What follows belongs to an exercise in optimizing a design on an open flow for small area and a short achievable clock period; a production flow would make more cautious choices. In this exercise RTL edits were held to simulation tests only and were not proved equivalent to the original. Power and IR drop assume default switching activity.

==> flow/design.v (excerpt) <==
module apb_slave_mem_top (
  input  logic        PCLK,
  input  logic        PRESET,
  input  logic        PSEL,
  input  logic        PENABLE,
  input  logic [2:0]  PPROT,
  input  logic        PWRITE,
  input  logic [1:0]  PSTRB,
  input  logic [9:0]  PADDR,
  input  logic [15:0] PWDATA,
  output logic [15:0] PRDATA,
  output logic        PREADY,
  output logic        PSLVERR
);
  logic ph1_q, ph2_q, ph3_q, busy_q;
  logic ready_q, slverr_q;
  logic accept, go_resp, bus_err;
  logic [7:0] bus_ra, bus_rb;
  logic        wpend_q, wpend_d, wfire_q, wfire_d;
  logic [1:0]  wslot_q, wslot_d;
  logic [7:0]  wra_q, wra_d, wfa_q, wrb0_q, wrb1_q;
  logic [15:0] wdat_q;
  logic [1:0]  rot_q;
  logic [15:0] s0_q [64], s1_q [64], s2_q [64], s3_q [64];
  logic        rd_hit;
  logic [15:0] rd_word, rhold_q, rdata_q;
  logic unused_pprot;
  assign unused_pprot = ^{PPROT[2], PPROT[0], PADDR[0]};
  assign accept  = !busy_q && PSEL && !PENABLE;
  assign go_resp = ph3_q && PSEL;
  assign bus_err = PADDR[9] || (PADDR[8] && PPROT[1]);
  always_comb begin
    for (int i = 0; i < 8; i++) begin
      bus_ra[i] = (PADDR[5:3] == 3'(i));
      bus_rb[i] = (PADDR[8:6] == 3'(i));
    end
  end
  always_ff @(posedge PCLK or posedge PRESET) begin
    if (PRESET) begin
      ph1_q    <= 1'b0;
      ph2_q    <= 1'b0;
      ph3_q    <= 1'b0;
      busy_q   <= 1'b0;
      ready_q  <= 1'b0;
      slverr_q <= 1'b0;
    end else begin
      ph1_q    <= accept;
      ph2_q    <= ph1_q && PSEL;
      ph3_q    <= ph2_q && PSEL;
      busy_q   <= accept || ((ph1_q || ph2_q) && PSEL);
  ...
Size: about 54 I/O pins, ~110,000 sq um of cells after synthesis.
Settings: LEC_CHECK=0, CAP_MARGIN=20, CORE_MARGIN=2, CORE_UTILIZATION=65, CTS_CLUSTER_DIAMETER=80, CTS_CLUSTER_SIZE=30, SETUP_SLACK_MARGIN=3.2, SLEW_MARGIN=20, SYNTH_HIERARCHICAL=1; clock period 5.0 ns.
standard.sh (not shown) runs the stock make flow with config.mk's settings and CLKGATE_MAP_FILE= SYNTH_SCRIPT=/design/flow/synth_recipe.tcl, a recipe that flattens the netlist after the stock synthesis.
==> flow/flow/run.sh <==
#!/bin/bash
# Own layout flow: the standard layout (standard.sh), with the slow
# complex cells (three- and four-high transistor stacks, 4:1 muxes, 4-input
# OR/NOR) also marked don't-use, so synthesis and timing repair build the
# read multiplexer from faster cells. Make's full output goes to
# make_finish.log in the work folder; ORFS keeps each step's log under
# orfs/logs.
set -euo pipefail
DONT_USE=" sky130_fd_sc_hd__probe_p_8 sky130_fd_sc_hd__probec_p_8 sky130_fd_sc_hd__lpflow_bleeder_1 sky130_fd_sc_hd__lpflow_clkbufkapwr_1 sky130_fd_sc_hd__lpflow_clkbufkapwr_16 sky130_fd_sc_hd__lpflow_clkbufkapwr_2 sky130_fd_sc_hd__lpflow_clkbufkapwr_4 sky130_fd_sc_hd__lpflow_clkbufkapwr_8 sky130_fd_sc_hd__lpflow_clkinvkapwr_1 sky130_fd_sc_hd__lpflow_clkinvkapwr_16 sky130_fd_sc_hd__lpflow_clkinvkapwr_2 sky130_fd_sc_hd__lpflow_clkinvkapwr_4 sky130_fd_sc_hd__lpflow_clkinvkapwr_8 sky130_fd_sc_hd__lpflow_decapkapwr_12 sky130_fd_sc_hd__lpflow_decapkapwr_3 sky130_fd_sc_hd__lpflow_decapkapwr_4 sky130_fd_sc_hd__lpflow_decapkapwr_6 sky130_fd_sc_hd__lpflow_decapkapwr_8 sky130_fd_sc_hd__lpflow_inputiso0n_1 sky130_fd_sc_hd__lpflow_inputiso0p_1 sky130_fd_sc_hd__lpflow_inputiso1n_1 sky130_fd_sc_hd__lpflow_inputiso1p_1 sky130_fd_sc_hd__lpflow_inputisolatch_1 sky130_fd_sc_hd__lpflow_isobufsrc_1 sky130_fd_sc_hd__lpflow_isobufsrc_16 sky130_fd_sc_hd__lpflow_isobufsrc_2 sky130_fd_sc_hd__lpflow_isobufsrc_4 sky130_fd_sc_hd__lpflow_isobufsrc_8 sky130_fd_sc_hd__lpflow_isobufsrckapwr_16 sky130_fd_sc_hd__lpflow_lsbuf_lh_hl_isowell_tap_1 sky130_fd_sc_hd__lpflow_lsbuf_lh_hl_isowell_tap_2 sky130_fd_sc_hd__lpflow_lsbuf_lh_hl_isowell_tap_4 sky130_fd_sc_hd__lpflow_lsbuf_lh_isowell_4 sky130_fd_sc_hd__lpflow_lsbuf_lh_isowell_tap_1 sky130_fd_sc_hd__lpflow_lsbuf_lh_isowell_tap_2 sky130_fd_sc_hd__lpflow_lsbuf_lh_isowell_tap_4  sky130_fd_sc_hd__a2111o_1 sky130_fd_sc_hd__a2111o_2 sky130_fd_sc_hd__a2111o_4 sky130_fd_sc_hd__a2111oi_0 sky130_fd_sc_hd__a2111oi_1 sky130_fd_sc_hd__a2111oi_2 sky130_fd_sc_hd__a2111oi_4 sky130_fd_sc_hd__a221o_1 sky130_fd_sc_hd__a221o_2 sky130_fd_sc_hd__a221o_4 sky130_fd_sc_hd__a221oi_1 sky130_fd_sc_hd__a221oi_2 sky130_fd_sc_hd__a221oi_4 sky130_fd_sc_hd__a222oi_1 sky130_fd_sc_hd__a2bb2o_1 sky130_fd_sc_hd__a2bb2o_2 sky130_fd_sc_hd__a2bb2o_4 sky130_fd_sc_hd__a311o_1 sky130_fd_sc_hd__a311o_2 sky130_fd_sc_hd__a311o_4 sky130_fd_sc_hd__a311oi_1 sky130_fd_sc_hd__a311oi_2 sky130_fd_sc_hd__a311oi_4 sky130_fd_sc_hd__a31o_1 sky130_fd_sc_hd__a31o_2 sky130_fd_sc_hd__a31o_4 sky130_fd_sc_hd__a31oi_1 sky130_fd_sc_hd__a31oi_2 sky130_fd_sc_hd__a31oi_4 sky130_fd_sc_hd__a32o_1 sky130_fd_sc_hd__a32o_2 sky130_fd_sc_hd__a32o_4 sky130_fd_sc_hd__a32oi_1 sky130_fd_sc_hd__a32oi_2 sky130_fd_sc_hd__a32oi_4 sky130_fd_sc_hd__a41o_1 sky130_fd_sc_hd__a41o_2 sky130_fd_sc_hd__a41o_4 sky130_fd_sc_hd__a41oi_1 sky130_fd_sc_hd__a41oi_2 sky130_fd_sc_hd__a41oi_4 sky130_fd_sc_hd__mux4_1 sky130_fd_sc_hd__mux4_2 sky130_fd_sc_hd__mux4_4 sky130_fd_sc_hd__nor4_1 sky130_fd_sc_hd__nor4_2 sky130_fd_sc_hd__nor4_4 sky130_fd_sc_hd__o2111a_1 sky130_fd_sc_hd__o2111a_2 sky130_fd_sc_hd__o2111a_4 sky130_fd_sc_hd__o2111ai_1 sky130_fd_sc_hd__o2111ai_2 sky130_fd_sc_hd__o2111ai_4 sky130_fd_sc_hd__o221a_1 sky130_fd_sc_hd__o221a_2 sky130_fd_sc_hd__o221a_4 sky130_fd_sc_hd__o221ai_1 sky130_fd_sc_hd__o221ai_2 sky130_fd_sc_hd__o221ai_4 sky130_fd_sc_hd__o2bb2a_1 sky130_fd_sc_hd__o2bb2a_2 sky130_fd_sc_hd__o2bb2a_4 sky130_fd_sc_hd__o311a_1 sky130_fd_sc_hd__o311a_2 sky130_fd_sc_hd__o311a_4 sky130_fd_sc_hd__o311ai_0 sky130_fd_sc_hd__o311ai_1 sky130_fd_sc_hd__o311ai_2 sky130_fd_sc_hd__o311ai_4 sky130_fd_sc_hd__o31a_1 sky130_fd_sc_hd__o31a_2 sky130_fd_sc_hd__o31a_4 sky130_fd_sc_hd__o31ai_1 sky130_fd_sc_hd__o31ai_2 sky130_fd_sc_hd__o31ai_4 sky130_fd_sc_hd__o32a_1 sky130_fd_sc_hd__o32a_2 sky130_fd_sc_hd__o32a_4 sky130_fd_sc_hd__o32ai_1 sky130_fd_sc_hd__o32ai_2 sky130_fd_sc_hd__o32ai_4 sky130_fd_sc_hd__o41a_1 sky130_fd_sc_hd__o41a_2 sky130_fd_sc_hd__o41a_4 sky130_fd_sc_hd__o41ai_1 sky130_fd_sc_hd__o41ai_2 sky130_fd_sc_hd__o41ai_4 sky130_fd_sc_hd__or4_1 sky130_fd_sc_hd__or4_2 sky130_fd_sc_hd__or4_4  sky130_fd_sc_hd__nor4b_1 sky130_fd_sc_hd__nor4b_2 sky130_fd_sc_hd__nor4b_4 sky130_fd_sc_hd__nor4bb_1 sky130_fd_sc_hd__nor4bb_2 sky130_fd_sc_hd__nor4bb_4 sky130_fd_sc_hd__or4b_1 sky130_fd_sc_hd__or4b_2 sky130_fd_sc_hd__or4b_4 sky130_fd_sc_hd__or4bb_1 sky130_fd_sc_hd__or4bb_2 sky130_fd_sc_hd__or4bb_4 "
bash standard.sh "DONT_USE_CELLS=$DONT_USE" finish > make_finish.log 2>&1
Then changed:
Settings changed: CORE_UTILIZATION 65 to 58, SETUP_SLACK_MARGIN 3.2 to 3.0.
Outcome:
- The new run produced a clean layout
- utilization drops by 8.1 points
- cell area drops by 0.51%
- critical path depth drops by 2
- worst hold slack hardly moves
- clock power climbs by about 3%
- setup slack is better by 0.026 ns
- die area climbs by 12%

-- port drivers added, routing unchanged --
In the flow no input, the clock included, has a driving cell. The finished layouts below were timed again as built, in two steps. Step 1 assumes that a clkbuf_16 drives the clock port and a buf_2 every other input. Step 2 moves the port delays by t, midway between the first and last clock arrival at a register: inputs arrive t later, outputs are due t later. That takes back most of the time a late clock gives input paths. a / b / c = no drivers / after step 1 / after step 2; a / b = the first two.
run	t, ns	setup slack, ns	hold slack, ns	worst setup path at the end
the first run	0.893	2.527 / 2.460 / 1.566	0.320 / 0.320 / 0.320	input to register
the second run	0.913	2.553 / 2.429 / 1.516	0.319 / 0.287 / 0.319	input to register
After both steps setup and hold are still met in every run listed. The setup slack of the second run, which loses most, moves by -0.124 ns with the drivers and by -1.037 ns with both steps.
